From an optimization exercise on the open Yosys and OpenROAD flow, aimed at small area, a short achievable clock period and few clock cycles per item; shortcuts taken in it are not production practice.
Function was checked by simulation only, so behaviour that the tests miss may differ from the original.
No activity file was given, so power comes from the tool's default toggle rates.

$ cat design/flow/config.mk
export PLATFORM = sky130hd
export DESIGN_NAME = point_in_polygon_crossing_test
export DESIGN_NICKNAME = point_in_polygon_crossing_test
export VERILOG_FILES = /design/flow/design.v
export SDC_FILE = /design/flow/constraint.sdc
export NUM_CORES = 4
export LEC_CHECK = 0
export CAP_MARGIN = 20
export CORE_MARGIN = 2
export CORE_UTILIZATION = 40
export SLEW_MARGIN = 20
$ cat design/flow/constraint.sdc
create_clock -name core_clock -period 10.0 [get_ports {i_clk}]
set_input_delay 2.0000 -clock core_clock [delete_from_list [all_inputs] [get_ports {i_clk}]]
set_output_delay 2.0000 -clock core_clock [all_outputs]
set_load 0.01 [all_outputs]
$ cat design/flow/design.v
package pip_pkg;
    localparam int COORD_BITS_DEFAULT  = 16;
    localparam int QUEUE_DEPTH_DEFAULT = 4;
    typedef enum logic {
        CFG_QUERY_X = 1'b0,
        CFG_QUERY_Y = 1'b1
    } t_cfg_idx;
    typedef struct packed {
        logic [15:0] nu;     
        logic [3:0]  eu;     
        logic        su;     
        logic [15:0] nv;     
        logic [3:0]  ev;     
        logic        pv;     
    } t_vtx;
endpackage
module pip_front (
    input  logic [15:0]   i_x,
    input  logic [15:0]   i_y,
    input  logic [15:0]   i_qx,
    input  logic [15:0]   i_qy,
    output pip_pkg::t_vtx o_vtx
);
    logic [16:0] du;
    logic [16:0] dv;
    logic [16:0] ndu;
    logic [16:0] ndv;
    logic [15:0] mu;
    logic [15:0] mv;
    logic [19:0] nu;
    logic [19:0] nv;
    function automatic logic [19:0] norm(input logic [15:0] m);
        logic [15:0] t;
        logic [3:0]  e;
        t = m;
        e = 4'd15;
        if (t[15:8] == '0) begin t = {t[7:0], 8'b0};  e[3] = 1'b0; end
        if (t[15:12] == '0) begin t = {t[11:0], 4'b0}; e[2] = 1'b0; end
        if (t[15:14] == '0) begin t = {t[13:0], 2'b0}; e[1] = 1'b0; end
        if (t[15] == 1'b0) begin t = {t[14:0], 1'b0}; e[0] = 1'b0; end
        norm = {t, e};
    endfunction
    assign du  = {i_x[15], i_x} - {i_qx[15], i_qx};
    assign dv  = {i_y[15], i_y} - {i_qy[15], i_qy};
    assign ndu = {i_qx[15], i_qx} - {i_x[15], i_x};
    assign ndv = {i_qy[15], i_qy} - {i_y[15], i_y};
    assign mu  = du[16] ? ndu[15:0] : du[15:0];
    assign mv  = dv[16] ? ndv[15:0] : dv[15:0];
    assign nu       = norm(mu);
    assign nv       = norm(mv);
    assign o_vtx.nu = nu[19:4];
    assign o_vtx.eu = nu[3:0];
    assign o_vtx.nv = nv[19:4];
    assign o_vtx.ev = nv[3:0];
    assign o_vtx.su = du[16];
    assign o_vtx.pv = ndv[16];
endmodule
module pip_queue #(
    parameter int DEPTH = pip_pkg::QUEUE_DEPTH_DEFAULT
) (
    input  logic i_clk,
    input  logic i_rst_n,
    input  logic i_push,
    input  logic i_data,
    output logic o_valid,
    input  logic i_pop,
    output logic o_data
);
    localparam int PTR_BITS = $clog2(DEPTH);
    logic [DEPTH-1:0]    r_mem;
    logic [PTR_BITS-1:0] r_wr_ptr;
    logic [PTR_BITS-1:0] r_rd_ptr;
    logic [PTR_BITS:0]   r_count;
    logic                rd_en;
    assign o_valid = (r_count != '0);
    assign o_data  = r_mem[r_rd_ptr];
    assign rd_en   = i_pop && o_valid;
    always_ff @(posedge i_clk) begin
        if (!i_rst_n) begin
            r_wr_ptr <= '0;
            r_rd_ptr <= '0;
            r_count  <= '0;
        end else begin
            if (i_push) r_wr_ptr <= r_wr_ptr + 1'b1;
            if (rd_en)  r_rd_ptr <= r_rd_ptr + 1'b1;
            if (i_push && !rd_en) begin
                r_count <= r_count + 1'b1;
            end else if (rd_en && !i_push) begin
                r_count <= r_count - 1'b1;
            end
        end
    end
    always_ff @(posedge i_clk) begin
        if (i_push) r_mem[r_wr_ptr] <= i_data;
    end
endmodule
module pip_back #(
    parameter int M = 7
) (
    input  pip_pkg::t_vtx   i_p1,
    input  pip_pkg::t_vtx   i_p2,
    output logic            o_dec,       
    output logic            o_toggle,    
    output logic            o_t_gt,      
    output logic            o_t_lt,      
    output logic            o_t_eq,      
    output logic            o_e_p1,      
    output logic            o_e_m1,      
    output logic            o_inx_p,     
    output logic            o_inx_q,     
    output logic [2*M-1:0]  o_xp,        
    output logic [2*M-1:0]  o_yq         
);
    logic [15:0]       a;
    logic [15:0]       b;
    logic [15:0]       c;
    logic [15:0]       d;
    logic              pu1;
    logic              pu2;
    logic              su1;
    logic              su2;
    logic              straddle;
    logic              rise;
    logic              zp;
    logic              zq;
    logic              need;
    logic [4:0]        sp;
    logic [4:0]        sq;
    logic signed [5:0] ex;
    logic              e_gt;
    logic              e_lt;
    logic              gt;
    logic              lt;
    function automatic logic tog(input logic f_gt, input logic f_lt,
                                 input logic f_rise, input logic f_pu1, input logic f_su1,
                                 input logic f_pu2, input logic f_su2);
        if (f_rise) tog = f_pu1 ? (!f_su2 || f_gt) : (!f_su2 && f_lt);
        else        tog = f_pu2 ? (!f_su1 || f_lt) : (!f_su1 && f_gt);
    endfunction
    assign a   = i_p1.nu;
    assign b   = i_p2.nv;
    assign c   = i_p2.nu;
    assign d   = i_p1.nv;
    assign su1 = i_p1.su;
    assign su2 = i_p2.su;
    assign pu1 = !i_p1.su && i_p1.nu[15];
    assign pu2 = !i_p2.su && i_p2.nu[15];
    assign straddle = i_p1.pv != i_p2.pv;
    assign rise     = i_p2.pv;
    assign zp  = !a[15] || !b[15];
    assign zq  = !c[15] || !d[15];
    assign need = straddle && !zp && !zq &&
                  (rise ? (pu1 ? su2 : !su2) : (pu2 ? su1 : !su1));
    assign sp   = {1'b0, i_p1.eu} + {1'b0, i_p2.ev};
    assign sq   = {1'b0, i_p2.eu} + {1'b0, i_p1.ev};
    assign ex   = {1'b0, sp} - {1'b0, sq};
    assign e_gt = ex > 6'sd1;
    assign e_lt = ex < -6'sd1;
    always_comb begin
        if (zp || zq) begin
            gt = !zp;
            lt = !zq;
        end else begin
            gt = e_gt;
            lt = e_lt;
        end
    end
    assign o_dec    = !need || e_gt || e_lt;
    assign o_toggle = straddle && tog(gt, lt, rise, pu1, su1, pu2, su2);
    assign o_t_gt   = tog(1'b1, 1'b0, rise, pu1, su1, pu2, su2);
    assign o_t_lt   = tog(1'b0, 1'b1, rise, pu1, su1, pu2, su2);
    assign o_t_eq   = tog(1'b0, 1'b0, rise, pu1, su1, pu2, su2);
    assign o_e_p1   = ex == 6'sd1;
    assign o_e_m1   = ex == -6'sd1;
    assign o_inx_p  = (a[15-M:0] != '0) || (b[15-M:0] != '0);
    assign o_inx_q  = (c[15-M:0] != '0) || (d[15-M:0] != '0);
    pip_mul7 u_mul_p (.i_a(a[15:16-M]), .i_b(b[15:16-M]), .o_p(o_xp));
    pip_mul7 u_mul_q (.i_a(c[15:16-M]), .i_b(d[15:16-M]), .o_p(o_yq));
endmodule
module pip_cmp #(
    parameter int M = 7
) (
    input  logic [2*M-1:0] i_xp,
    input  logic [2*M-1:0] i_yq,
    input  logic           i_e_p1,
    input  logic           i_e_m1,
    input  logic           i_inx_p,
    input  logic           i_inx_q,
    output logic           o_gt,
    output logic           o_lt,
    output logic           o_eq
);
    localparam int TOL = (1 << (M + 1)) - 1;
    localparam logic signed [2*M+1:0] T1  = TOL;
    localparam logic signed [2*M+1:0] T2  = 2 * TOL;
    localparam logic signed [2*M+1:0] NT1 = -TOL;
    localparam logic signed [2*M+1:0] NT2 = -2 * TOL;
    localparam logic signed [2*M+1:0] Z   = 0;
    logic [2*M:0]          xs;
    logic [2*M:0]          ys;
    logic signed [2*M+1:0] dif;
    assign xs  = i_e_p1 ? {i_xp, 1'b0} : {1'b0, i_xp};
    assign ys  = i_e_m1 ? {i_yq, 1'b0} : {1'b0, i_yq};
    assign dif = {1'b0, xs} - {1'b0, ys};
    always_comb begin
        if (!i_inx_q)    o_gt = dif > Z;
        else if (i_e_m1) o_gt = dif > T2;
        else             o_gt = dif > T1;
        if (!i_inx_p)    o_lt = dif < Z;
        else if (i_e_p1) o_lt = dif < NT2;
        else             o_lt = dif < NT1;
    end
    assign o_eq = !i_inx_p && !i_inx_q && (dif == Z);
endmodule
module pip_exact (
    input  logic        i_clk,
    input  logic        i_rst_n,
    input  logic        i_start,      
    input  logic [15:0] i_a,
    input  logic [15:0] i_b,
    input  logic [15:0] i_c,
    input  logic [15:0] i_d,
    input  logic        i_e_p1,
    input  logic        i_e_m1,
    output logic        o_done,       
    output logic        o_gt,
    output logic        o_lt
);
    logic                 r_busy;
    logic                 r_done;
    logic [3:0]           r_cnt;
    logic signed [19:0]   r_acc;
    logic                 r_stk;
    logic signed [19:0]   add_a;
    logic signed [19:0]   add_c;
    logic signed [19:0]   sum;
    assign add_a = i_b[r_cnt] ? 20'(i_e_p1 ? {i_a, 1'b0} : {1'b0, i_a}) : '0;
    assign add_c = i_d[r_cnt] ? 20'(i_e_m1 ? {i_c, 1'b0} : {1'b0, i_c}) : '0;
    assign sum   = r_acc + add_a - add_c;
    always_ff @(posedge i_clk) begin
        if (!i_rst_n) begin
            r_busy <= 1'b0;
            r_done <= 1'b0;
        end else if (r_busy) begin
            if (r_cnt == 4'd15) begin
                r_busy <= 1'b0;
                r_done <= 1'b1;
            end
        end else begin
            r_busy <= i_start && !r_done;
            r_done <= 1'b0;
        end
    end
    always_ff @(posedge i_clk) begin
        if (r_busy) begin
            r_acc <= sum >>> 1;
            r_stk <= r_stk || sum[0];
            r_cnt <= r_cnt + 1'b1;
        end else begin
            r_acc <= '0;
            r_stk <= 1'b0;
            r_cnt <= 4'd0;
        end
    end
    assign o_done = r_done;
    assign o_gt   = !r_acc[19] && ((r_acc != '0) || r_stk);
    assign o_lt   = r_acc[19];
endmodule
module pip_mul7 (
    input  logic [6:0]   i_a,
    input  logic [6:0]   i_b,
    output logic [13:0] o_p
);
    logic pp_0_0;
    logic pp_0_1;
    logic pp_0_2;
    logic pp_0_3;
    logic pp_0_4;
    logic pp_0_5;
    logic pp_0_6;
    logic pp_1_0;
    logic pp_1_1;
    logic pp_1_2;
    logic pp_1_3;
    logic pp_1_4;
    logic pp_1_5;
    logic pp_1_6;
    logic pp_2_0;
    logic pp_2_1;
    logic pp_2_2;
    logic pp_2_3;
    logic pp_2_4;
    logic pp_2_5;
    logic pp_2_6;
    logic pp_3_0;
    logic pp_3_1;
    logic pp_3_2;
    logic pp_3_3;
    logic pp_3_4;
    logic pp_3_5;
    logic pp_3_6;
    logic pp_4_0;
    logic pp_4_1;
    logic pp_4_2;
    logic pp_4_3;
    logic pp_4_4;
    logic pp_4_5;
    logic pp_4_6;
    logic pp_5_0;
    logic pp_5_1;
    logic pp_5_2;
    logic pp_5_3;
    logic pp_5_4;
    logic pp_5_5;
    logic pp_5_6;
    logic pp_6_0;
    logic pp_6_1;
    logic pp_6_2;
    logic pp_6_3;
    logic pp_6_4;
    logic pp_6_5;
    logic pp_6_6;
    logic s0;
    logic c0;
    logic s1;
    logic c1;
    logic s2;
    logic c2;
    logic s3;
    logic c3;
    logic s4;
    logic c4;
    logic s5;
    logic c5;
    logic s6;
    logic c6;
    logic s7;
    logic c7;
    logic s8;
    logic c8;
    logic s9;
    logic c9;
    logic s10;
    logic c10;
    logic s11;
    logic c11;
    logic s12;
    logic c12;
    logic s13;
    logic c13;
    logic s14;
    logic c14;
    logic s15;
    logic c15;
    logic s16;
    logic c16;
    logic s17;
    logic c17;
    logic s18;
    logic c18;
    logic s19;
    logic c19;
    logic s20;
    logic c20;
    logic s21;
    logic c21;
    logic s22;
    logic c22;
    logic s23;
    logic c23;
    logic s24;
    logic c24;
    logic s25;
    logic c25;
    logic s26;
    logic c26;
    logic s27;
    logic c27;
    logic s28;
    logic c28;
    logic s29;
    logic c29;
    logic [13:0] row0;
    logic [13:0] row1;
    assign pp_0_0 = i_a[0] & i_b[0];
    assign pp_0_1 = i_a[0] & i_b[1];
    assign pp_0_2 = i_a[0] & i_b[2];
    assign pp_0_3 = i_a[0] & i_b[3];
    assign pp_0_4 = i_a[0] & i_b[4];
    assign pp_0_5 = i_a[0] & i_b[5];
    assign pp_0_6 = i_a[0] & i_b[6];
    assign pp_1_0 = i_a[1] & i_b[0];
    assign pp_1_1 = i_a[1] & i_b[1];
    assign pp_1_2 = i_a[1] & i_b[2];
    assign pp_1_3 = i_a[1] & i_b[3];
    assign pp_1_4 = i_a[1] & i_b[4];
    assign pp_1_5 = i_a[1] & i_b[5];
    assign pp_1_6 = i_a[1] & i_b[6];
    assign pp_2_0 = i_a[2] & i_b[0];
    assign pp_2_1 = i_a[2] & i_b[1];
    assign pp_2_2 = i_a[2] & i_b[2];
    assign pp_2_3 = i_a[2] & i_b[3];
    assign pp_2_4 = i_a[2] & i_b[4];
    assign pp_2_5 = i_a[2] & i_b[5];
    assign pp_2_6 = i_a[2] & i_b[6];
    assign pp_3_0 = i_a[3] & i_b[0];
    assign pp_3_1 = i_a[3] & i_b[1];
    assign pp_3_2 = i_a[3] & i_b[2];
    assign pp_3_3 = i_a[3] & i_b[3];
    assign pp_3_4 = i_a[3] & i_b[4];
    assign pp_3_5 = i_a[3] & i_b[5];
    assign pp_3_6 = i_a[3] & i_b[6];
    assign pp_4_0 = i_a[4] & i_b[0];
    assign pp_4_1 = i_a[4] & i_b[1];
    assign pp_4_2 = i_a[4] & i_b[2];
    assign pp_4_3 = i_a[4] & i_b[3];
    assign pp_4_4 = i_a[4] & i_b[4];
    assign pp_4_5 = i_a[4] & i_b[5];
    assign pp_4_6 = i_a[4] & i_b[6];
    assign pp_5_0 = i_a[5] & i_b[0];
    assign pp_5_1 = i_a[5] & i_b[1];
    assign pp_5_2 = i_a[5] & i_b[2];
    assign pp_5_3 = i_a[5] & i_b[3];
    assign pp_5_4 = i_a[5] & i_b[4];
    assign pp_5_5 = i_a[5] & i_b[5];
    assign pp_5_6 = i_a[5] & i_b[6];
    assign pp_6_0 = i_a[6] & i_b[0];
    assign pp_6_1 = i_a[6] & i_b[1];
    assign pp_6_2 = i_a[6] & i_b[2];
    assign pp_6_3 = i_a[6] & i_b[3];
    assign pp_6_4 = i_a[6] & i_b[4];
    assign pp_6_5 = i_a[6] & i_b[5];
    assign pp_6_6 = i_a[6] & i_b[6];
    assign s0 = pp_0_6 ^ pp_1_5;
    assign c0 = pp_0_6 & pp_1_5;
    assign s1 = pp_1_6 ^ pp_2_5;
    assign c1 = pp_1_6 & pp_2_5;
    assign s2 = pp_0_4 ^ pp_1_3;
    assign c2 = pp_0_4 & pp_1_3;
    assign s3 = pp_0_5 ^ pp_1_4 ^ pp_2_3;
    assign c3 = (pp_0_5 & pp_1_4) | (pp_0_5 & pp_2_3) | (pp_1_4 & pp_2_3);
    assign s4 = pp_3_2 ^ pp_4_1;
    assign c4 = pp_3_2 & pp_4_1;
    assign s5 = s0 ^ pp_2_4 ^ pp_3_3;
    assign c5 = (s0 & pp_2_4) | (s0 & pp_3_3) | (pp_2_4 & pp_3_3);
    assign s6 = pp_4_2 ^ pp_5_1 ^ pp_6_0;
    assign c6 = (pp_4_2 & pp_5_1) | (pp_4_2 & pp_6_0) | (pp_5_1 & pp_6_0);
    assign s7 = s1 ^ pp_3_4 ^ pp_4_3;
    assign c7 = (s1 & pp_3_4) | (s1 & pp_4_3) | (pp_3_4 & pp_4_3);
    assign s8 = pp_5_2 ^ pp_6_1 ^ c0;
    assign c8 = (pp_5_2 & pp_6_1) | (pp_5_2 & c0) | (pp_6_1 & c0);
    assign s9 = pp_2_6 ^ pp_3_5 ^ pp_4_4;
    assign c9 = (pp_2_6 & pp_3_5) | (pp_2_6 & pp_4_4) | (pp_3_5 & pp_4_4);
    assign s10 = pp_5_3 ^ pp_6_2 ^ c1;
    assign c10 = (pp_5_3 & pp_6_2) | (pp_5_3 & c1) | (pp_6_2 & c1);
    assign s11 = pp_3_6 ^ pp_4_5 ^ pp_5_4;
    assign c11 = (pp_3_6 & pp_4_5) | (pp_3_6 & pp_5_4) | (pp_4_5 & pp_5_4);
    assign s12 = pp_0_3 ^ pp_1_2;
    assign c12 = pp_0_3 & pp_1_2;
    assign s13 = s2 ^ pp_2_2 ^ pp_3_1;
    assign c13 = (s2 & pp_2_2) | (s2 & pp_3_1) | (pp_2_2 & pp_3_1);
    assign s14 = s3 ^ s4 ^ pp_5_0;
    assign c14 = (s3 & s4) | (s3 & pp_5_0) | (s4 & pp_5_0);
    assign s15 = s5 ^ s6 ^ c3;
    assign c15 = (s5 & s6) | (s5 & c3) | (s6 & c3);
    assign s16 = s7 ^ s8 ^ c5;
    assign c16 = (s7 & s8) | (s7 & c5) | (s8 & c5);
    assign s17 = s9 ^ s10 ^ c7;
    assign c17 = (s9 & s10) | (s9 & c7) | (s10 & c7);
    assign s18 = s11 ^ pp_6_3 ^ c9;
    assign c18 = (s11 & pp_6_3) | (s11 & c9) | (pp_6_3 & c9);
    assign s19 = pp_4_6 ^ pp_5_5 ^ pp_6_4;
    assign c19 = (pp_4_6 & pp_5_5) | (pp_4_6 & pp_6_4) | (pp_5_5 & pp_6_4);
    assign s20 = pp_0_2 ^ pp_1_1;
    assign c20 = pp_0_2 & pp_1_1;
    assign s21 = s12 ^ pp_2_1 ^ pp_3_0;
    assign c21 = (s12 & pp_2_1) | (s12 & pp_3_0) | (pp_2_1 & pp_3_0);
    assign s22 = s13 ^ pp_4_0 ^ c12;
    assign c22 = (s13 & pp_4_0) | (s13 & c12) | (pp_4_0 & c12);
    assign s23 = s14 ^ c2 ^ c13;
    assign c23 = (s14 & c2) | (s14 & c13) | (c2 & c13);
    assign s24 = s15 ^ c4 ^ c14;
    assign c24 = (s15 & c4) | (s15 & c14) | (c4 & c14);
    assign s25 = s16 ^ c6 ^ c15;
    assign c25 = (s16 & c6) | (s16 & c15) | (c6 & c15);
    assign s26 = s17 ^ c8 ^ c16;
    assign c26 = (s17 & c8) | (s17 & c16) | (c8 & c16);
    assign s27 = s18 ^ c10 ^ c17;
    assign c27 = (s18 & c10) | (s18 & c17) | (c10 & c17);
    assign s28 = s19 ^ c11 ^ c18;
    assign c28 = (s19 & c11) | (s19 & c18) | (c11 & c18);
    assign s29 = pp_5_6 ^ pp_6_5 ^ c19;
    assign c29 = (pp_5_6 & pp_6_5) | (pp_5_6 & c19) | (pp_6_5 & c19);
    assign row0 = {1'b0, pp_6_6, s29, s28, s27, s26, s25, s24, s23, s22, s21, s20, pp_0_1, pp_0_0};
    assign row1 = {1'b0, c29, c28, c27, c26, c25, c24, c23, c22, c21, c20, pp_2_0, pp_1_0, 1'b0};
    assign o_p  = row0 + row1;
endmodule
module point_in_polygon_crossing_test #(
    parameter int COORD_BITS  = pip_pkg::COORD_BITS_DEFAULT,
    parameter int QUEUE_DEPTH = pip_pkg::QUEUE_DEPTH_DEFAULT
) (
    input  logic                  i_clk,
    input  logic                  i_rst_n,
    input  logic                  i_cfg_we,
    input  logic                  i_cfg_idx,
    input  logic [COORD_BITS-1:0] i_cfg_data,
    input  logic                  i_valid,
    output logic                  o_ready,
    input  logic [COORD_BITS-1:0] i_vertex_x,
    input  logic [COORD_BITS-1:0] i_vertex_y,
    input  logic                  i_last_vertex,
    output logic                  o_valid,
    input  logic                  i_ready,
    output logic                  o_inside_res
);
    localparam int OWE_BITS = $clog2(QUEUE_DEPTH + 1);
    logic [COORD_BITS-1:0] r_query_x;
    logic [COORD_BITS-1:0] r_query_y;
    logic                  hold;
    logic                  r_ready;
    logic                  accept;
    logic                  r_open;
    logic [OWE_BITS-1:0]   r_owed;
    logic [OWE_BITS-1:0]   n_owed;
    logic                  pop;
    logic                  r_skid_v;
    logic [COORD_BITS-1:0] r_skid_x;
    logic [COORD_BITS-1:0] r_skid_y;
    logic                  r_skid_first;
    logic                  r_skid_last;
    logic                  r_in_v;
    logic [COORD_BITS-1:0] r_in_x;
    logic [COORD_BITS-1:0] r_in_y;
    logic                  r_in_first;
    logic                  r_in_last;
    pip_pkg::t_vtx         in_vtx;
    logic                  r_cur_v;
    logic                  r_cur_first;
    logic                  r_cur_last;
    pip_pkg::t_vtx         r_cur;
    pip_pkg::t_vtx         r_prev;
    logic                  r_prev_first;
    pip_pkg::t_vtx         r_first;
    logic                  r_close;
    pip_pkg::t_vtx         e_p2;
    logic                  edge_en;
    logic                  e_dec;
    logic                  e_toggle;
    logic                  e_t_gt;
    logic                  e_t_lt;
    logic                  e_t_eq;
    logic                  e_p1;
    logic                  e_m1;
    logic                  e_inx_p;
    logic                  e_inx_q;
    logic [13:0]           e_xp;
    logic [13:0]           e_yq;
    logic                  r2_v;
    logic                  r2_close;
    logic                  r2_dec;
    logic                  r2_toggle;
    logic                  r2_t_gt;
    logic                  r2_t_lt;
    logic                  r2_t_eq;
    logic                  r2_e_p1;
    logic                  r2_e_m1;
    logic                  r2_inx_p;
    logic                  r2_inx_q;
    logic [13:0]           r2_xp;
    logic [13:0]           r2_yq;
    logic [15:0]           r2_a;
    logic [15:0]           r2_d;
    logic                  c_gt;
    logic                  c_lt;
    logic                  c_eq;
    logic                  undec;
    logic                  x_done;
    logic                  x_gt;
    logic                  x_lt;
    logic                  toggle;
    logic                  r_parity;
    always_ff @(posedge i_clk) begin
        if (!i_rst_n) begin
            r_query_x <= '0;
            r_query_y <= '0;
        end else if (i_cfg_we) begin
            case (i_cfg_idx)
                pip_pkg::CFG_QUERY_X: r_query_x <= i_cfg_data;
                pip_pkg::CFG_QUERY_Y: r_query_y <= i_cfg_data;
                default: ;
            endcase
        end
    end
    assign o_ready = r_ready;
    assign accept  = i_valid && r_ready;
    assign pop     = o_valid && i_ready;
    assign n_owed  = r_owed + OWE_BITS'(accept && i_last_vertex) - OWE_BITS'(pop);
    always_ff @(posedge i_clk) begin
        if (!i_rst_n) begin
            r_ready <= 1'b1;
            r_owed  <= '0;
            r_open  <= 1'b0;
        end else begin
            r_ready <= (n_owed < OWE_BITS'(QUEUE_DEPTH)) && !hold;
            r_owed  <= n_owed;
            if (accept) r_open <= !i_last_vertex;
        end
    end
    always_ff @(posedge i_clk) begin
        if (!i_rst_n) begin
            r_skid_v <= 1'b0;
        end else if (!hold) begin
            r_skid_v <= 1'b0;
        end else if (accept) begin
            r_skid_v <= 1'b1;
        end
    end
    always_ff @(posedge i_clk) begin
        if (hold && accept) begin
            r_skid_x     <= i_vertex_x;
            r_skid_y     <= i_vertex_y;
            r_skid_first <= !r_open;
            r_skid_last  <= i_last_vertex;
        end
    end
    always_ff @(posedge i_clk) begin
        if (!hold) begin
            r_in_x     <= r_skid_v ? r_skid_x : i_vertex_x;
            r_in_y     <= r_skid_v ? r_skid_y : i_vertex_y;
            r_in_first <= r_skid_v ? r_skid_first : !r_open;
            r_in_last  <= r_skid_v ? r_skid_last : i_last_vertex;
        end
    end
    pip_front u_front (
        .i_x   (r_in_x),
        .i_y   (r_in_y),
        .i_qx  (r_query_x),
        .i_qy  (r_query_y),
        .o_vtx (in_vtx)
    );
    always_ff @(posedge i_clk) begin
        if (!hold) begin
            r_cur       <= in_vtx;
            r_cur_first <= r_in_first;
            r_cur_last  <= r_in_last;
        end
    end
    always_ff @(posedge i_clk) begin
        if (!hold) begin
            if (r_cur_v) r_prev <= r_cur;
            if (r_prev_first) r_first <= r_prev;
        end
    end
    always_ff @(posedge i_clk) begin
        if (!i_rst_n) begin
            r_in_v       <= 1'b0;
            r_cur_v      <= 1'b0;
            r_prev_first <= 1'b0;
            r_close      <= 1'b0;
        end else if (!hold) begin
            r_in_v  <= r_skid_v || accept;
            r_cur_v <= r_in_v;
            if (r_cur_v) r_prev_first <= r_cur_first;
            r_close <= r_cur_v && r_cur_last;
        end
    end
    assign e_p2    = r_close ? r_first : r_cur;
    assign edge_en = r_close ? !r_prev_first : (r_cur_v && !r_cur_first);
    pip_back u_back (
        .i_p1     (r_prev),
        .i_p2     (e_p2),
        .o_dec    (e_dec),
        .o_toggle (e_toggle),
        .o_t_gt   (e_t_gt),
        .o_t_lt   (e_t_lt),
        .o_t_eq   (e_t_eq),
        .o_e_p1   (e_p1),
        .o_e_m1   (e_m1),
        .o_inx_p  (e_inx_p),
        .o_inx_q  (e_inx_q),
        .o_xp     (e_xp),
        .o_yq     (e_yq)
    );
    always_ff @(posedge i_clk) begin
        if (!i_rst_n) begin
            r2_v <= 1'b0;
        end else if (!hold) begin
            r2_v <= edge_en || r_close;
        end
    end
    always_ff @(posedge i_clk) begin
        if (!hold) begin
            r2_close  <= r_close;
            r2_dec    <= !edge_en || e_dec;
            r2_toggle <= edge_en && e_toggle;
            r2_t_gt   <= e_t_gt;
            r2_t_lt   <= e_t_lt;
            r2_t_eq   <= e_t_eq;
            r2_e_p1   <= e_p1;
            r2_e_m1   <= e_m1;
            r2_inx_p  <= e_inx_p;
            r2_inx_q  <= e_inx_q;
            r2_xp     <= e_xp;
            r2_yq     <= e_yq;
            r2_a      <= r_prev.nu;
            r2_d      <= r_prev.nv;
        end
    end
    pip_cmp u_cmp (
        .i_xp    (r2_xp),
        .i_yq    (r2_yq),
        .i_e_p1  (r2_e_p1),
        .i_e_m1  (r2_e_m1),
        .i_inx_p (r2_inx_p),
        .i_inx_q (r2_inx_q),
        .o_gt    (c_gt),
        .o_lt    (c_lt),
        .o_eq    (c_eq)
    );
    assign undec = r2_v && !r2_dec && !c_gt && !c_lt && !c_eq;
    assign hold = undec && !x_done;
    pip_exact u_exact (
        .i_clk   (i_clk),
        .i_rst_n (i_rst_n),
        .i_start (undec),
        .i_a     (r2_a),
        .i_b     (r2_close ? r_first.nv : r_prev.nv),
        .i_c     (r2_close ? r_first.nu : r_prev.nu),
        .i_d     (r2_d),
        .i_e_p1  (r2_e_p1),
        .i_e_m1  (r2_e_m1),
        .o_done  (x_done),
        .o_gt    (x_gt),
        .o_lt    (x_lt)
    );
    always_comb begin
        if (r2_dec)      toggle = r2_toggle;
        else if (x_done) toggle = x_gt ? r2_t_gt : (x_lt ? r2_t_lt : r2_t_eq);
        else             toggle = c_gt ? r2_t_gt : (c_lt ? r2_t_lt : r2_t_eq);
    end
    always_ff @(posedge i_clk) begin
        if (!i_rst_n) begin
            r_parity <= 1'b0;
        end else if (!hold && r2_v) begin
            r_parity <= r2_close ? 1'b0 : (r_parity ^ toggle);
        end
    end
    pip_queue #(
        .DEPTH   (QUEUE_DEPTH)
    ) u_queue (
        .i_clk   (i_clk),
        .i_rst_n (i_rst_n),
        .i_push  (!hold && r2_v && r2_close),
        .i_data  (r_parity ^ toggle),
        .o_valid (o_valid),
        .i_pop   (i_ready),
        .o_data  (o_inside_res)
    );
endmodule
$ cat design/flow/run.sh
#!/bin/bash
# synth_recipe.tcl (not shown) runs the flow's synth.tcl, then flattens the netlist and writes it again
# the make line also repeats each setting of config.mk as NAME=value (left out here)
make -C /OpenROAD-flow-scripts/flow DESIGN_CONFIG=/design/flow/config.mk WORK_HOME=/design/flow/orfs CLKGATE_MAP_FILE= SYNTH_SCRIPT=/design/flow/synth_recipe.tcl finish
==> results.json, run 1 <==
{
  "vias": 16038,
  "period_needed_ns": 6.06,
  "cts_sinks": 347,
  "min_path_cells": 0,
  "fin_area_sq_um": 26500,
  "grt_overflow": 0,
  "critPathMaxFanout": 34,
  "r2r_end": "u_queue.r_count[2]$_SDFFE_PN0P_",
  "max_slew.worst_pin.slew_ns": 1.00,
  "synth_most_common_cell": "edfxtp_1",
  "die-area_sq_um": 61700,
  "setup_violations": 0,
  "fill_cells": 5499,
  "route.detailed.drc": 0,
  "synth_common_cells": "edfxtp_1 (270), inv_1 (238), nand2_1 (156)",
  "io_buffers": 57,
  "dp_hpwl_um": 40200,
  "r2r-start": "r2_e_p1$_DFFE_PN_",
  "p_per_area_nw_per_um2": 279,
  "ant_nets": 0,
  "finalCritPeriodShare_pct": 60.6,
  "layout-drive-gt1-share_pct": 11.1,
  "dieWidth_um": 248,
  "synth_area_sq_um": 23900,
  "intPower_mw": 4.58,
  "stdcell_count": 3038,
  "postCtsSetupBuffers": 0,
  "power.net_switching_mw": 2.81,
  "outcome": "timing/DRC/antenna clean",
  "syn_area_per_cell_sq_um": 10.9,
  "synth_top_area_share_pct": 33.9,
  "coreArea_sq_um": 59000,
  "area_delta_synth_final_pct": 10.9,
  "crit_path_end_kind": "register",
  "synthFlopType": "edfxtp_1",
  "crit_path_max_incr_delay_ns": 0.85,
  "fmax_mhz": 165,
  "gp_congestion": 0.861,
  "placed_cell_area_sq_um": 25200,
  "r2r_cells": 19,
  "yosysUniqueCellTypes": 110,
  "syn_nets": 2489,
  "synthArstFlopShare_pct": 0,
  "synth_edf_count": 270,
  "finalNetCount": 2523,
  "min_to": "r_cur_first$_DFFE_PN_",
  "pin_count": 58,
  "cts_tree": "done",
  "worst_ep_arrival_time_ns": 6.54,
  "synth_seq_cells": 347,
  "grt_pass1_vias": 16227,
  "finalWorstSetupSlack_ns": 3.94,
  "seqPwrFrac_pct": 28.4,
  "n_antenna_cell": 0,
  "cts_htree_levels": 2,
  "switching_share_pct": 38.0,
  "post-place-ws_ns": 3.94,
  "hp-class": "register to register",
  "cts_buffers": 38,
  "cts_buffer_depth": 3,
  "grt_usage_pct": 16.9,
  "antenna_found_initial": 1,
  "totalWireLength_um": 52800,
  "required_ns": 10.48,
  "wire_per_inst_um": 17.4,
  "irDropWorstVdd_mv": 0.252,
  "critPathLaunchType": "register",
  "grt_pass1_wl_um": 86000,
  "finalCoreUtilization_pct": 44.9,
  "dr.pass1.iters": 5,
  "path_cells": "buf_4 > mux2_2 > ha_1 > nor2b_1 > o21ai_1 > a21o_1 > a41oi_1 > o41a_1 > a21o_1 > a311oi_1 > nand4_1 > a21oi_2 > and3b_1 > ha_1 > inv_1 > fa_1 > xor2_1 > or3_1 > a21boi_0",
  "start_util_pct": 40.5,
  "clockPowerShare_pct": 20.1,
  "criticalPathCategory": "register to register",
  "max_slew_margin_pct": 32.9,
  "slowest_stage": "a21oi_2",
  "cts_resized": 0,
  "rsz0062_at_grt": "false",
  "drt_iter0_markers": 937,
  "power_frac_comb_pct": 51.4,
  "placed_cells": 2969,
  "yosys.area.top_type": "edfxtp_1",
  "die_y_um": 248,
  "ctsHoldBuffers": 0,
  "viasPerCell": 5.28,
  "hold_violations": 0,
  "synth_area_leaders": "edfxtp_1 (34%), ha_1 (7.9%), fa_1 (6.9%)",
  "r2r_slack_ns": 3.94,
  "syn_inst": 2202,
  "worstSkewPairLatency_ns": 0.57,
  "grt_max_degree": 85,
  "maxCapViolCount": 0,
  "path_clk_slew_ns": 0.06,
  "rows": 89,
  "final.setup.tns_ns": 0,
  "cts_root_buffer": "clkbuf_16",
  "slew_violations": 0,
  "hp-start": "r_in_first$_DFFE_PN_",
  "finClkSkew_ns": 0.0224,
  "synth_seq_area_share_pct": 40.4,
  "yosys_warnings": 6,
  "power_leakage_nw": 10.3
}
stage by stage:
step / hold slack (ns) / total power, mW
6_report: 0.435 / 7.40
5_1_grt: 0.446 / 8.02
4_1_cts: 0.439 / 7.46
3_5_place_dp: 0.425 / 5.94
3_3_place_gp: 0.408 / 5.85
2_1_floorplan: 0.400 / 5.13
cells in the final DEF, fill, tap and decap left out, types with 12 or more instances in the layout:
cell type,Yosys,layout
a21o_1,34,34
nand2_1,156,156
nor3_1,32,32
nor4_1,20,20
clkbuf_16,0,39
and2_1,28,28
nor2b_1,116,114
o21bai_1,12,12
fa_1,82,82
mux4_2,28,28
a21boi_0,38,38
xnor2_1,55,55
edfxtp_1,270,270
a21oi_1,91,90
clkdlybuf4s50_1,0,57
ha_1,150,150
o21ai_0,67,66
and3_1,13,13
mux2i_1,96,96
nor2_1,89,89
xor2_1,22,22
a211oi_1,15,15
o21a_1,22,22
dfxtp_1,77,76
mux2_2,79,79
buf_4,6,17
a31oi_1,15,15
nand3_1,29,29
inv_1,238,237
nand2b_1,40,40
cells by family (layout without fill, tap and decap cells):
group	count (synthesis)	count (layout)	synth area share [%]
compound gates	415	415	12.4
simple gates	598	598	13.4
mux	207	207	10.6
fa+ha+maj	232	232	14.7
flops	347	347	40.4
xor+xnor	80	80	3.03
buf+inv	323	386	5.49
flip-flops by register name, summed over array words and instances, names as in the netlist, 19 cells and up:
register,count
u_exact.r_acc,19
r_first,42
r_prev,42
r_cur,42
worst max-delay path: cells and delay by family (launching register included):
family                     cells  cell delay (ns)
AOI/OAI and AO/OA              8             2.84
xor gates and xnor gates       1             0.08
adders and majority gates      3             0.75
buffers and inverters          2             0.45
DFF                            1             0.32
muxes                          1             0.42
and+or+nand+nor                4             1.10
worst max path at each step:
stage | start | end | slack [ns] | cells past startpoint
detailed placement | r2_e_p1$_DFFE_PN_ | u_queue.r_count[2]$_SDFFE_PN0P_ | 3.94 | 20
floorplan | r2_e_m1$_DFFE_PN_ | r2_a[0]$_DFFE_PN_ | 2.33 | 17
finish | r2_e_p1$_DFFE_PN_ | u_queue.r_count[2]$_SDFFE_PN0P_ | 3.94 | 19
CTS | r2_e_p1$_DFFE_PN_ | u_queue.r_count[2]$_SDFFE_PN0P_ | 3.93 | 20
global route | r2_e_p1$_DFFE_PN_ | u_queue.r_count[2]$_SDFFE_PN0P_ | 3.54 | 20
global placement | r2_e_p1$_DFFE_PN_ | u_queue.r_count[2]$_SDFFE_PN0P_ | 4.10 | 20
power by group through the flow:
stage / registers, mW / clock network (mW) / logic (mW)
after global placement: 2.13 / 0 / 3.72
after global routing: 2.13 / 1.57 / 4.32
after detailed placement: 2.14 / 0 / 3.80
after CTS: 2.11 / 1.52 / 3.83
after floorplan: 2.05 / 0 / 3.08
final: 2.10 / 1.49 / 3.80
layer usage:
metal  GRT usage [%]  routed length [um]  vias up
li1                -                   -     7896
met1            22.7               24500     7800
met2            28.5               25100      280
met3            2.46                2070       60
met4            4.48                1090        2
met5               0                  10        -
layout make-up:
cell class	count	area [sq um]	share of cell area [%]
Clock buffer	57	1110	4.20
Clock inverter	12	196	0.741
Inverter	243	917	3.46
Multi-Input combinational cell	1532	13000	48.9
Sequential cell	347	9650	36.4
Tap cell	773	967	3.65
Timing Repair Buffer	74	698	2.63
Testbench counts, summed over its fixed seeds: cycles 14,799, vertices 14,293.
==> run 2: changes to the inputs <==
--- a/design/flow/design.v
+++ b/design/flow/design.v
@@ -8,2 +8,8 @@
     typedef struct packed {
+        logic [15:0] mu;     
+        logic        su;     
+        logic [15:0] mv;     
+        logic        pv;     
+    } t_mag;
+    typedef struct packed {
         logic [15:0] nu;     
@@ -21,3 +27,3 @@
     input  logic [15:0]   i_qy,
-    output pip_pkg::t_vtx o_vtx
+    output pip_pkg::t_mag o_mag
 );
@@ -27,4 +33,15 @@
     logic [16:0] ndv;
-    logic [15:0] mu;
-    logic [15:0] mv;
+    assign du  = {i_x[15], i_x} - {i_qx[15], i_qx};
+    assign dv  = {i_y[15], i_y} - {i_qy[15], i_qy};
+    assign ndu = {i_qx[15], i_qx} - {i_x[15], i_x};
+    assign ndv = {i_qy[15], i_qy} - {i_y[15], i_y};
+    assign o_mag.mu = du[16] ? ndu[15:0] : du[15:0];
+    assign o_mag.su = du[16];
+    assign o_mag.mv = dv[16] ? ndv[15:0] : dv[15:0];
+    assign o_mag.pv = ndv[16];
+endmodule
+module pip_norm (
+    input  pip_pkg::t_mag i_mag,
+    output pip_pkg::t_vtx o_vtx
+);
     logic [19:0] nu;
@@ -42,10 +59,4 @@
     endfunction
-    assign du  = {i_x[15], i_x} - {i_qx[15], i_qx};
-    assign dv  = {i_y[15], i_y} - {i_qy[15], i_qy};
-    assign ndu = {i_qx[15], i_qx} - {i_x[15], i_x};
-    assign ndv = {i_qy[15], i_qy} - {i_y[15], i_y};
-    assign mu  = du[16] ? ndu[15:0] : du[15:0];
-    assign mv  = dv[16] ? ndv[15:0] : dv[15:0];
-    assign nu       = norm(mu);
-    assign nv       = norm(mv);
+    assign nu       = norm(i_mag.mu);
+    assign nv       = norm(i_mag.mv);
     assign o_vtx.nu = nu[19:4];
@@ -54,4 +65,4 @@
     assign o_vtx.ev = nv[3:0];
-    assign o_vtx.su = du[16];
-    assign o_vtx.pv = ndv[16];
+    assign o_vtx.su = i_mag.su;
+    assign o_vtx.pv = i_mag.pv;
 endmodule
@@ -231,2 +242,4 @@
     logic [3:0]           r_cnt;
+    logic                 r_bb;
+    logic                 r_dd;
     logic signed [19:0]   r_acc;
@@ -236,4 +249,4 @@
     logic signed [19:0]   sum;
-    assign add_a = i_b[r_cnt] ? 20'(i_e_p1 ? {i_a, 1'b0} : {1'b0, i_a}) : '0;
-    assign add_c = i_d[r_cnt] ? 20'(i_e_m1 ? {i_c, 1'b0} : {1'b0, i_c}) : '0;
+    assign add_a = r_bb ? 20'(i_e_p1 ? {i_a, 1'b0} : {1'b0, i_a}) : '0;
+    assign add_c = r_dd ? 20'(i_e_m1 ? {i_c, 1'b0} : {1'b0, i_c}) : '0;
     assign sum   = r_acc + add_a - add_c;
@@ -258,2 +271,4 @@
             r_cnt <= r_cnt + 1'b1;
+            r_bb  <= i_b[r_cnt + 1'b1];
+            r_dd  <= i_d[r_cnt + 1'b1];
         end else begin
@@ -262,2 +277,4 @@
             r_cnt <= 4'd0;
+            r_bb  <= i_b[0];
+            r_dd  <= i_d[0];
         end
@@ -530,5 +547,7 @@
     logic                  r_skid_last;
+    logic [COORD_BITS-1:0] f_x;
+    logic [COORD_BITS-1:0] f_y;
+    pip_pkg::t_mag         f_mag;
     logic                  r_in_v;
-    logic [COORD_BITS-1:0] r_in_x;
-    logic [COORD_BITS-1:0] r_in_y;
+    pip_pkg::t_mag         r_in;
     logic                  r_in_first;
@@ -625,6 +644,14 @@
     end
+    assign f_x = r_skid_v ? r_skid_x : i_vertex_x;
+    assign f_y = r_skid_v ? r_skid_y : i_vertex_y;
+    pip_front u_front (
+        .i_x   (f_x),
+        .i_y   (f_y),
+        .i_qx  (r_query_x),
+        .i_qy  (r_query_y),
+        .o_mag (f_mag)
+    );
     always_ff @(posedge i_clk) begin
         if (!hold) begin
-            r_in_x     <= r_skid_v ? r_skid_x : i_vertex_x;
-            r_in_y     <= r_skid_v ? r_skid_y : i_vertex_y;
+            r_in       <= f_mag;
             r_in_first <= r_skid_v ? r_skid_first : !r_open;
@@ -633,7 +660,4 @@
     end
-    pip_front u_front (
-        .i_x   (r_in_x),
-        .i_y   (r_in_y),
-        .i_qx  (r_query_x),
-        .i_qy  (r_query_y),
+    pip_norm u_norm (
+        .i_mag (r_in),
         .o_vtx (in_vtx)
==> results.json, run 2 <==
{
  "ctsHoldBuffers": 0,
  "syn_inst": 2188,
  "worst_ep_arrival_time_ns": 5.88,
  "power_leakage_nw": 10.3,
  "r2r_cells": 14,
  "dieWidth_um": 245,
  "finalNetCount": 2521,
  "period_needed_ns": 5.71,
  "crit_family": "simple AND/OR/NAND/NOR gates",
  "yosys.area.top_type": "edfxtp_1",
  "finalCritPeriodShare_pct": 57.1,
  "max_slew_margin_pct": 27.8,
  "intPower_mw": 4.64,
  "min_path_cells": 0,
  "fill_cells": 5371,
  "yosys_warnings": 6,
  "min_to": "r_cur_last$_DFFE_PN_",
  "r2r_end": "r_first[29]$_DFFE_PP_",
  "criticalPathCategory": "register to register",
  "grt_usage_pct": 17.6,
  "maxCapViolCount": 0,
  "hp-start": "r_in_last$_DFFE_PN_",
  "slowest_stage": "and2_2",
  "most-common-layout-cells": "edfxtp_1 (272), inv_1 (246), nand2_1 (172), ha_1 (150), a21oi_1 (143)",
  "hp-class": "register to register",
  "cts_sinks": 351,
  "outcome": "timing/DRC/antenna clean",
  "rsz0062_at_grt": "false",
  "cts_root_buffer": "clkbuf_16",
  "post-place-ws_ns": 4.09,
  "io_buffers": 57,
  "synth_area_sq_um": 23300,
  "power.net_switching_mw": 2.92,
  "area_delta_synth_final_pct": 11.6,
  "p_per_area_nw_per_um2": 290,
  "slew_violations": 0,
  "grt_pass1_wl_um": 85400,
  "irDropWorstVdd_mv": 0.261,
  "grt_max_degree": 98,
  "cts_resized": 0,
  "crit_path_end_kind": "register",
  "top_regs": "r_cur (42), r_first (42), r_prev (42)",
  "grt_overflow": 0,
  "crit_path_max_incr_delay_ns": 1.01,
  "yosysUniqueCellTypes": 85,
  "finalCoreUtilization_pct": 45.2,
  "cp.buffers_inverters": 2,
  "antenna_found_initial": 3,
  "die-area_sq_um": 60200,
  "final.setup.tns_ns": 0,
  "fmax_mhz": 175,
  "synth_most_common_cell": "edfxtp_1",
  "path_clk_slew_ns": 0.06,
  "max_slew.worst_pin.slew_ns": 1.05,
  "cts_buffers": 42,
  "coreArea_sq_um": 57600,
  "start_util_pct": 40.5,
  "finClkSkew_ns": 0.0277,
  "pin_count": 58,
  "cts_buffer_depth": 3,
  "rows": 88,
  "synthFlopType": "edfxtp_1",
  "worstSkewPairLatency_ns": 0.58,
  "synth_edf_count": 272,
  "wire_per_inst_um": 17.3,
  "synth_seq_cells": 351,
  "synthArstFlopShare_pct": 0,
  "totalWireLength_um": 52500,
  "grt_pass1_vias": 16097,
  "critPathMaxFanout": 97,
  "switching_share_pct": 38.6,
  "clockPowerShare_pct": 20.0,
  "r2r-start": "r2_e_p1$_DFFE_PN_",
  "drt_iter0_markers": 1011,
  "path_cells": "buf_4 > mux2_2 > ha_1 > and3_1 > a221o_1 > or3_1 > o221a_2 > o22ai_1 > nor4_2 > o2111ai_1 > o21a_1 > nor2_4 > inv_6 > and2_2",
  "die_y_um": 245,
  "layout-drive-gt1-share_pct": 8.03,
  "synth_common_cells": "edfxtp_1 (272), inv_1 (246), nand2_1 (172)",
  "cts_htree_levels": 2,
  "critPathLaunchType": "register",
  "setup_violations": 0,
  "n_antenna_cell": 0,
  "r2r_slack_ns": 4.29,
  "gp_congestion": 0.898,
  "finalWorstSetupSlack_ns": 4.29,
  "hold_violations": 0,
  "postCtsSetupBuffers": 0,
  "route.detailed.drc": 0,
  "syn_area_per_cell_sq_um": 10.6,
  "dr.pass1.iters": 7,
  "required_ns": 10.17,
  "ant_nets": 0,
  "synth_area_leaders": "edfxtp_1 (35%), ha_1 (8.1%), fa_1 (7.0%)",
  "seqPwrFrac_pct": 29.0,
  "power_frac_comb_pct": 51.0,
  "dp_hpwl_um": 39500,
  "synth_seq_area_share_pct": 41.8,
  "synth_top_area_share_pct": 35.1,
  "cts_tree": "done",
  "syn_nets": 2475,
  "vias": 15940,
  "mostFrequentLayoutCell": "edfxtp_1",
  "viasPerCell": 5.26
}
## run 2: cell types whose count changed in the layout (fill, tap and decap cells not counted), moves of 11 or more
cell	before	now
a21boi_0	38	12
a21oi_1	90	143
and2_1	28	41
mux2_2	79	44
mux2i_1	96	126
nand2_1	156	172
nor2b_1	114	94
o21ai_0	66	92
xnor2_1	55	44
## run 2: power by group through the flow
stage / sequential (mW) / clock [mW] / combinational (mW)
3_3_place_gp: 2.21 / 0 / 3.77
2_1_floorplan: 2.13 / 0 / 3.10
3_5_place_dp: 2.22 / 0 / 3.85
5_1_grt: 2.22 / 1.61 / 4.41
4_1_cts: 2.19 / 1.55 / 3.88
6_report: 2.19 / 1.51 / 3.85
## run 2: kinds of logic after synthesis
| family | Yosys count | share of synthesized area [%] |
|---|---|---|
| simple gates | 583 | 13.0 |
| mux | 198 | 10.2 |
| compound gates | 431 | 11.7 |
| fa+ha+maj | 232 | 15.1 |
| buf+inv | 319 | 5.25 |
| xor+xnor | 74 | 2.81 |
| flops | 351 | 41.8 |
## run 2: cell type report
type	count	area [sq um]	share of cell area, %
repair buffers	70	668	2.57
multi-input cells	1518	12300	47.4
inverters	251	947	3.64
flip-flops and latches	351	9750	37.5
clock buffers	60	1180	4.54
clock inverters	17	171	0.659
well taps	765	957	3.68
## run 2: worst max-delay path by stage
stage	end	slack, ns	cells after the start	from
final	r_first[29]$_DFFE_PP_	4.29	14	r2_e_p1$_DFFE_PN_
after global routing	r_first[29]$_DFFE_PP_	3.81	15	r2_e_m1$_DFFE_PN_
after CTS	r_first[29]$_DFFE_PP_	4.27	14	r2_e_p1$_DFFE_PN_
after detailed placement	r_in[15]$_DFFE_PN_	4.09	16	i_vertex_y[2]
after global placement	r_in[29]$_DFFE_PN_	4.17	14	i_vertex_x[5]
after floorplan	r_first[0]$_DFFE_PP_	2.98	16	r2_e_m1$_DFFE_PN_
## run 2: stage by stage
stage / hold WS [ns] / area, sq um / power (mW) / instances
2_1_floorplan: 0.400 / 23300 / 5.23 / 2188
3_3_place_gp: 0.404 / 24700 / 5.98 / 2955
3_5_place_dp: 0.405 / 24700 / 6.07 / 2955
4_1_cts: 0.420 / 26000 / 7.62 / 3032
5_1_grt: 0.423 / 26000 / 8.24 / 3032
6_report: 0.418 / 26000 / 7.56 / 3032
## run 2: per-layer routing
layer  vias up  routed length [um]  GRT usage, %
met5         -                  34             0
met4         6                1370          5.12
met3        83                2170          3.04
met2       299               25700          30.5
met1      7710               23300          22.6
li1       7842                   -             -
Testbench counts of run 2, summed over its fixed seeds: cycles 14,799, vertices 14,293.
==> run 3: changes to the inputs <==
--- a/design/flow/design.v
+++ b/design/flow/design.v
@@ -121,4 +121,4 @@
     output logic            o_inx_q,     
-    output logic [2*M-1:0]  o_xp,        
-    output logic [2*M-1:0]  o_yq         
+    output logic [2*M:0]    o_xs,        
+    output logic [2*M:0]    o_ys         
 );
@@ -144,2 +144,6 @@
     logic              lt;
+    logic              e_p1;
+    logic              e_m1;
+    logic [2*M-1:0]    xp;
+    logic [2*M-1:0]    yq;
     function automatic logic tog(input logic f_gt, input logic f_lt,
@@ -183,8 +187,12 @@
     assign o_t_eq   = tog(1'b0, 1'b0, rise, pu1, su1, pu2, su2);
-    assign o_e_p1   = ex == 6'sd1;
-    assign o_e_m1   = ex == -6'sd1;
+    assign e_p1     = ex == 6'sd1;
+    assign e_m1     = ex == -6'sd1;
+    assign o_e_p1   = e_p1;
+    assign o_e_m1   = e_m1;
     assign o_inx_p  = (a[15-M:0] != '0) || (b[15-M:0] != '0);
     assign o_inx_q  = (c[15-M:0] != '0) || (d[15-M:0] != '0);
-    pip_mul7 u_mul_p (.i_a(a[15:16-M]), .i_b(b[15:16-M]), .o_p(o_xp));
-    pip_mul7 u_mul_q (.i_a(c[15:16-M]), .i_b(d[15:16-M]), .o_p(o_yq));
+    pip_mul7 u_mul_p (.i_a(a[15:16-M]), .i_b(b[15:16-M]), .o_p(xp));
+    pip_mul7 u_mul_q (.i_a(c[15:16-M]), .i_b(d[15:16-M]), .o_p(yq));
+    assign o_xs = e_p1 ? {xp, 1'b0} : {1'b0, xp};
+    assign o_ys = e_m1 ? {yq, 1'b0} : {1'b0, yq};
 endmodule
@@ -193,4 +201,4 @@
 ) (
-    input  logic [2*M-1:0] i_xp,
-    input  logic [2*M-1:0] i_yq,
+    input  logic [2*M:0]   i_xs,
+    input  logic [2*M:0]   i_ys,
     input  logic           i_e_p1,
@@ -209,8 +217,4 @@
     localparam logic signed [2*M+1:0] Z   = 0;
-    logic [2*M:0]          xs;
-    logic [2*M:0]          ys;
     logic signed [2*M+1:0] dif;
-    assign xs  = i_e_p1 ? {i_xp, 1'b0} : {1'b0, i_xp};
-    assign ys  = i_e_m1 ? {i_yq, 1'b0} : {1'b0, i_yq};
-    assign dif = {1'b0, xs} - {1'b0, ys};
+    assign dif = {1'b0, i_xs} - {1'b0, i_ys};
     always_comb begin
@@ -574,4 +578,4 @@
     logic                  e_inx_q;
-    logic [13:0]           e_xp;
-    logic [13:0]           e_yq;
+    logic [14:0]           e_xs;
+    logic [14:0]           e_ys;
     logic                  r2_v;
@@ -587,4 +591,4 @@
     logic                  r2_inx_q;
-    logic [13:0]           r2_xp;
-    logic [13:0]           r2_yq;
+    logic [14:0]           r2_xs;
+    logic [14:0]           r2_ys;
     logic [15:0]           r2_a;
@@ -704,4 +708,4 @@
         .o_inx_q  (e_inx_q),
-        .o_xp     (e_xp),
-        .o_yq     (e_yq)
+        .o_xs     (e_xs),
+        .o_ys     (e_ys)
     );
@@ -726,4 +730,4 @@
             r2_inx_q  <= e_inx_q;
-            r2_xp     <= e_xp;
-            r2_yq     <= e_yq;
+            r2_xs     <= e_xs;
+            r2_ys     <= e_ys;
             r2_a      <= r_prev.nu;
@@ -733,4 +737,4 @@
     pip_cmp u_cmp (
-        .i_xp    (r2_xp),
-        .i_yq    (r2_yq),
+        .i_xs    (r2_xs),
+        .i_ys    (r2_ys),
         .i_e_p1  (r2_e_p1),
--- a/design/flow/config.mk
+++ b/design/flow/config.mk
@@ -10,2 +10,3 @@
 export CORE_UTILIZATION = 40
+export SETUP_SLACK_MARGIN = 3
 export SLEW_MARGIN = 20
==> results.json, run 3 <==
{
  "outcome": "timing/DRC/antenna clean",
  "finalWorstSetupSlack_ns": 4.39,
  "vias": 15837,
  "wire_per_inst_um": 16.7,
  "viasPerCell": 5.21,
  "ant_nets": 0,
  "coreArea_sq_um": 57700,
  "hp-start": "r_in[0]$_DFFE_PN_",
  "p_per_area_nw_per_um2": 299,
  "cts_buffers": 41,
  "area_delta_synth_final_pct": 11.3,
  "pin_count": 58,
  "switching_share_pct": 40.2,
  "intPower_mw": 4.65,
  "post-place-ws_ns": 4.06,
  "layout-drive-gt1-share_pct": 7.84,
  "power.net_switching_mw": 3.13,
  "yosys_warnings": 6,
  "cts_sinks": 353,
  "register_area_sq_um": 9810,
  "placed_cells": 2961,
  "synth_edf_count": 274,
  "syn_inst": 2193,
  "cts_resized": 0,
  "synthArstFlopShare_pct": 0,
  "hp-class": "register to register",
  "cts_tree": "done",
  "critPathMostFrequentCell": "inv_1",
  "seqPwrFrac_pct": 28.0,
  "crit_path_max_incr_delay_ns": 0.53,
  "final.setup.tns_ns": 0,
  "top_regs": "r_cur (42), r_first (42), r_prev (42)",
  "cts_htree_levels": 2,
  "hold_violations": 0,
  "rsz0062_at_grt": "false",
  "die_y_um": 246,
  "synthFlopType": "edfxtp_1",
  "drt_iter0_markers": 955,
  "max_slew.worst_pin.slew_ns": 1.05,
  "criticalPathCategory": "register to register",
  "syn_area_per_cell_sq_um": 10.7,
  "dp_hpwl_um": 38700,
  "synth_area_sq_um": 23400,
  "die-area_sq_um": 60400,
  "totalWireLength_um": 50800,
  "grt_pass1_wl_um": 83700,
  "grt_max_degree": 83,
  "synth_seq_area_share_pct": 42.0,
  "grt_overflow": 0,
  "start_util_pct": 40.5,
  "crit_family": "compound AO/OA/AOI/OAI gates",
  "yosys.area.top_type": "edfxtp_1",
  "dr.pass1.iters": 5,
  "setup_violations": 0,
  "synth_area_leaders": "edfxtp_1 (35%), ha_1 (8.0%), fa_1 (7.0%)",
  "finClkSkew_ns": 0.0248,
  "crit_path_end_kind": "register",
  "gp_congestion": 0.919,
  "clockPowerShare_pct": 18.6,
  "most-common-layout-cells": "edfxtp_1 (274), inv_1 (255), nand2_1 (204), ha_1 (150), mux2i_1 (113)",
  "grt_pass1_vias": 15971,
  "ctsHoldBuffers": 0,
  "slew_violations": 0,
  "dieWidth_um": 246,
  "crit_start": "r2_xs[0]$_SDFFCE_PP0N_",
  "fmax_mhz": 178,
  "cp.buffers_inverters": 4,
  "cts_root_buffer": "clkbuf_16",
  "power_leakage_nw": 10.4,
  "yosysUniqueCellTypes": 94,
  "multi_input_area_sq_um": 12300,
  "antenna_found_initial": 0,
  "worst_ep_arrival_time_ns": 6.10,
  "cts_buffer_depth": 3,
  "worstSkewPairLatency_ns": 0.57,
  "period_needed_ns": 5.61,
  "critPathLaunchType": "register",
  "grt_usage_pct": 17.1,
  "synth_common_cells": "edfxtp_1 (274), inv_1 (255), nand2_1 (204)",
  "synth_top_area_share_pct": 35.2,
  "finalCritPeriodShare_pct": 56.1,
  "maxCapViolCount": 0,
  "path_clk_slew_ns": 0.06,
  "slowest_stage": "inv_6",
  "synth_seq_cells": 353,
  "r2r-start": "r2_xs[0]$_SDFFCE_PP0N_",
  "required_ns": 10.49,
  "finalNetCount": 2526,
  "syn_nets": 2480,
  "rows": 88,
  "power_frac_comb_pct": 53.4,
  "max_slew_margin_pct": 30.0,
  "irDropWorstVdd_mv": 0.293,
  "path_cells": "inv_1 > ha_1 > fa_1 > nand2b_1 > a21oi_1 > o22a_1 > xnor2_1 > nor4b_1 > o21ai_1 > o2111a_1 > o211a_4 > inv_6 > nand3_2 > inv_1 > ha_1 > inv_1 > fa_1 > xor2_1 > or3_1 > a21boi_0",
  "synth_most_common_cell": "edfxtp_1",
  "fill_cells": 5406,
  "stdcell_count": 3037,
  "route.detailed.drc": 0,
  "postCtsSetupBuffers": 0,
  "mostFrequentLayoutCell": "edfxtp_1",
  "io_buffers": 57,
  "critPathMaxFanout": 82
}
[run 3: cell types whose count changed in the layout (fill, tap and decap cells not counted), sizes merged, moves of 10 or more]
cell	delta
a21boi	+28
a21oi	-39
inv	+10
mux2i	-13
nand2	+32
o21ai	-18
[run 3: area by class of cell]
type | count | share of cell area (%)
Multi-Input combinational cell | 1512 | 47.3
Sequential cell | 353 | 37.7
Clock buffer | 60 | 4.34
Inverter | 263 | 3.85
Tap cell | 765 | 3.68
Timing Repair Buffer | 68 | 2.51
Clock inverter | 15 | 0.606
Antenna cell | 1 | 0.00962
[run 3: power by group through the flow]
stage / sequential, mW / clock, mW / combinational (mW)
finish: 2.18 / 1.45 / 4.16
global route: 2.21 / 1.54 / 4.80
CTS: 2.18 / 1.48 / 4.20
detailed placement: 2.21 / 0 / 4.17
global placement: 2.20 / 0 / 4.09
floorplan: 2.13 / 0 / 3.31
[run 3: worst paths after layout]
path	to	slack [ns]	depth (start not counted)
max	u_queue.r_count[2]$_SDFFE_PN0P_	4.39	20
min	r_cur[0]$_DFFE_PN_	0.42	0
max reg2reg	u_queue.r_count[2]$_SDFFE_PN0P_	4.39	20
min reg2reg	r_cur[0]$_DFFE_PN_	0.42	0
[run 3: through the flow]
stage / hold slack, ns / instance area (sq um) / util, % / power (mW)
final: 0.416 / 26000 / 45.1 / 7.78
after global routing: 0.423 / 26000 / 45.1 / 8.55
after CTS: 0.418 / 26000 / 45.1 / 7.86
after detailed placement: 0.405 / 24700 / 42.8 / 6.38
after global placement: 0.403 / 24700 / 42.8 / 6.29
after floorplan: 0.400 / 23400 / - / 5.44
[run 3: routing by layer]
metal / vias up / routed length (um) / GRT usage, %
met2: 267 / 24200 / 29.3
li1: 7829 / - / -
met5: - / 0 / 0
met1: 7664 / 23400 / 22.2
met4: 0 / 1390 / 4.78
met3: 77 / 1830 / 2.72
[run 3: cells by family (layout without fill, tap and decap cells)]
group	after synthesis	in the layout	synth area share (%)
AOI/OAI and AO/OA	421	421	12.3
other	0	1	0
xor gates and xnor gates	74	74	2.77
muxes	176	176	9.18
DFF	353	353	42.0
and+or+nand+nor	609	609	13.3
buffers and inverters	328	406	5.43
adders and majority gates	232	232	15.1
Testbench counts of run 3, summed over its fixed seeds: cycles 14,799, vertices 14,293.
==> run 4: changes to the inputs <==
--- a/design/flow/config.mk
+++ b/design/flow/config.mk
@@ -10,3 +10,2 @@
 export CORE_UTILIZATION = 40
-export SETUP_SLACK_MARGIN = 3
 export SLEW_MARGIN = 20
==> results.json, run 4 <==
{
  "yosysUniqueCellTypes": 94,
  "die_y_um": 246,
  "synthArstFlopShare_pct": 0,
  "irDropWorstVdd_mv": 0.293,
  "final.setup.tns_ns": 0,
  "finalCritPeriodShare_pct": 56.1,
  "cp_num_cells": 20,
  "synthFlopType": "edfxtp_1",
  "coreArea_sq_um": 57700,
  "synth_area_sq_um": 23400,
  "synthMuxAreaShare_pct": 9.18,
  "layout-drive-gt1-share_pct": 7.84,
  "synth_seq_area_share_pct": 42.0,
  "maxCapViolCount": 0,
  "critPathMostFrequentCell": "inv_1",
  "cts_resized": 0,
  "post-place-ws_ns": 4.06,
  "drt_iter0_markers": 955,
  "crit_start": "r2_xs[0]$_SDFFCE_PP0N_",
  "cts_buffer_depth": 3,
  "grt_pass1_vias": 15971,
  "r2r-start": "r2_xs[0]$_SDFFCE_PP0N_",
  "critPathMaxFanout": 82,
  "max_slew.worst_pin.slew_ns": 1.05,
  "synth_seq_cells": 353,
  "route.detailed.drc": 0,
  "viasPerCell": 5.21,
  "grt_overflow": 0,
  "dp_hpwl_um": 38700,
  "power.total_mw": 7.78,
  "dieWidth_um": 246,
  "syn_area_per_cell_sq_um": 10.7,
  "hp-class": "register to register",
  "worst_ep_arrival_time_ns": 6.10,
  "path_clk_slew_ns": 0.06,
  "criticalPathCategory": "register to register",
  "synth-compound-area-share_pct": 12.3,
  "wire_per_inst_um": 16.7,
  "crit_path_end_kind": "register",
  "synthAdderAreaFrac_pct": 15.1,
  "multi_input_area_sq_um": 12300,
  "fill_cells": 5406,
  "synth_top_area_share_pct": 35.2,
  "grt_pass1_wl_um": 83700,
  "period_needed_ns": 5.61,
  "required_ns": 10.49,
  "synth-simple-area-share_pct": 13.3,
  "die-area_sq_um": 60400,
  "io_buffers": 57,
  "power_leakage_nw": 10.4,
  "most-common-layout-cells": "edfxtp_1 (274), inv_1 (255), nand2_1 (204), ha_1 (150), mux2i_1 (113)",
  "postCtsSetupBuffers": 0,
  "hold_slack_ns": 0.416,
  "stdcell_count": 3037,
  "totalWireLength_um": 50800,
  "register_area_sq_um": 9810,
  "p_per_area_nw_per_um2": 299,
  "dr.pass1.iters": 5,
  "setup_violations": 0,
  "ant_nets": 0,
  "worstSkewPairLatency_ns": 0.57,
  "syn_nets": 2480,
  "cts_htree_levels": 2,
  "cts_root_buffer": "clkbuf_16",
  "grt_usage_pct": 17.1,
  "synth_edf_count": 274,
  "slew_violations": 0,
  "top_regs": "r_cur (42), r_first (42), r_prev (42)",
  "synth_top_family_by_area": "adder cells",
  "rsz0062_at_grt": "false",
  "slowest_stage": "inv_6",
  "critPathCapture": "u_queue.r_count[2]$_SDFFE_PN0P_",
  "max_slew_margin_pct": 30.0,
  "cts_sinks": 353,
  "yosys.area.top_type": "edfxtp_1",
  "finClkSkew_ns": 0.0248,
  "path_cells": "inv_1 > ha_1 > fa_1 > nand2b_1 > a21oi_1 > o22a_1 > xnor2_1 > nor4b_1 > o21ai_1 > o2111a_1 > o211a_4 > inv_6 > nand3_2 > inv_1 > ha_1 > inv_1 > fa_1 > xor2_1 > or3_1 > a21boi_0",
  "antenna_found_initial": 0,
  "vias": 15837,
  "synth_common_cells": "edfxtp_1 (274), inv_1 (255), nand2_1 (204)",
  "mostFrequentLayoutCell": "edfxtp_1",
  "pin_count": 58,
  "synth_most_common_cell": "edfxtp_1",
  "hold_violations": 0,
  "syn_inst": 2193,
  "r2r_end": "u_queue.r_count[2]$_SDFFE_PN0P_",
  "synth_xor_area_share_pct": 2.77,
  "start_util_pct": 40.5,
  "finalWorstSetupSlack_ns": 4.39,
  "fmax_mhz": 178,
  "cts_buffers": 41,
  "synth_area_leaders": "edfxtp_1 (35%), ha_1 (8.0%), fa_1 (7.0%)",
  "placed_cells": 2961,
  "r2r_slack_ns": 4.39,
  "ctsHoldBuffers": 0,
  "crit_family": "compound AO/OA/AOI/OAI gates",
  "outcome": "timing/DRC/antenna clean",
  "finalNetCount": 2526,
  "crit_path_max_incr_delay_ns": 0.53,
  "rows": 88,
  "critPathLaunchType": "register",
  "cts_tree": "done",
  "gp_congestion": 0.919,
  "area_delta_synth_final_pct": 11.3,
  "grt_max_degree": 83,
  "r2r_cells": 20,
  "yosys_warnings": 6,
  "cp.buffers_inverters": 4
}
-- run 4: cell counts after synthesis --
Identical to the previous run, type by type.
-- run 4: through the flow --
stage	utilization, %	cell area [sq um]
final	45.1	26000
after global routing	45.1	26000
after CTS	45.1	26000
after detailed placement	42.8	24700
after global placement	42.8	24700
after floorplan	-	23400
-- run 4: cell families (layout without fill, tap and decap cells) --
group                      Yosys count  count (layout)
DFF                                353             353
xor gates and xnor gates            74              74
muxes                              176             176
buffers and inverters              328             406
and+or+nand+nor                    609             609
AOI/OAI and AO/OA                  421             421
other                                0               1
adders and majority gates          232             232
-- run 4: cell type report --
class                           count  area share (%)
Inverter                          263            3.85
Clock inverter                     15           0.606
Multi-Input combinational cell   1512            47.3
Clock buffer                       60            4.34
Sequential cell                   353            37.7
Tap cell                          765            3.68
Antenna cell                        1         0.00962
Timing Repair Buffer               68            2.51
-- run 4: layer usage --
metal	routed length (um)	global-route usage, %
met5	0	0
met3	1830	2.72
met4	1390	4.78
met1	23400	22.2
met2	24200	29.3
-- run 4: worst min path at each step --
| stage | start | endpoint | slack [ns] | depth (start not counted) |
|---|---|---|---|---|
| 3_3_place_gp | r_in_last$_DFFE_PN_ | r_cur_last$_DFFE_PN_ | 0.40 | 0 |
| 6_report | r_in[0]$_DFFE_PN_ | r_cur[0]$_DFFE_PN_ | 0.42 | 0 |
| 5_1_grt | r_in[0]$_DFFE_PN_ | r_cur[0]$_DFFE_PN_ | 0.42 | 0 |
| 3_5_place_dp | r_in[0]$_DFFE_PN_ | r_cur[0]$_DFFE_PN_ | 0.40 | 0 |
| 2_1_floorplan | r_in[0]$_DFFE_PN_ | r_cur[0]$_DFFE_PN_ | 0.40 | 0 |
| 4_1_cts | r_in[0]$_DFFE_PN_ | r_cur[0]$_DFFE_PN_ | 0.42 | 0 |
-- run 4: power by group --
part / switching (mW) / internal (mW) / total [mW] / leakage (nW)
Sequential: 0.163 / 2.01 / 2.18 / 3.35
Clock: 0.612 / 0.838 / 1.45 / 0.609
Combinational: 2.36 / 1.80 / 4.16 / 6.41

what the ideal ports hide:
No port has a modelled driver above. Below, the same layouts with a new extraction and two added sets of constraints.
Step 1 sets driving cells, clkbuf_16 on the clock port and buf_2 on the other inputs (assumed; they add their load-dependent delay and slew).
Step 2 adds t to the input delays and takes it off the output delays; t is the mean of the earliest and latest rising clock arrival at the registers after step 1. Input paths then give back, and output paths get back, about the clock's delay inside the block.
Three values: no drivers, after step 1, after step 2; two values: the first two.
run	t (ns)	setup slack, ns	worst setup path at the end
run 1	0.613	3.942 / 3.942 / 3.942	register to register
run 2	0.620	4.287 / 4.287 / 4.073	input to register
run 3	0.615	4.387 / 4.387 / 4.028	input to register
run 4	0.615	4.387 / 4.387 / 4.028	input to register
After both steps setup and hold are still met in every run listed.
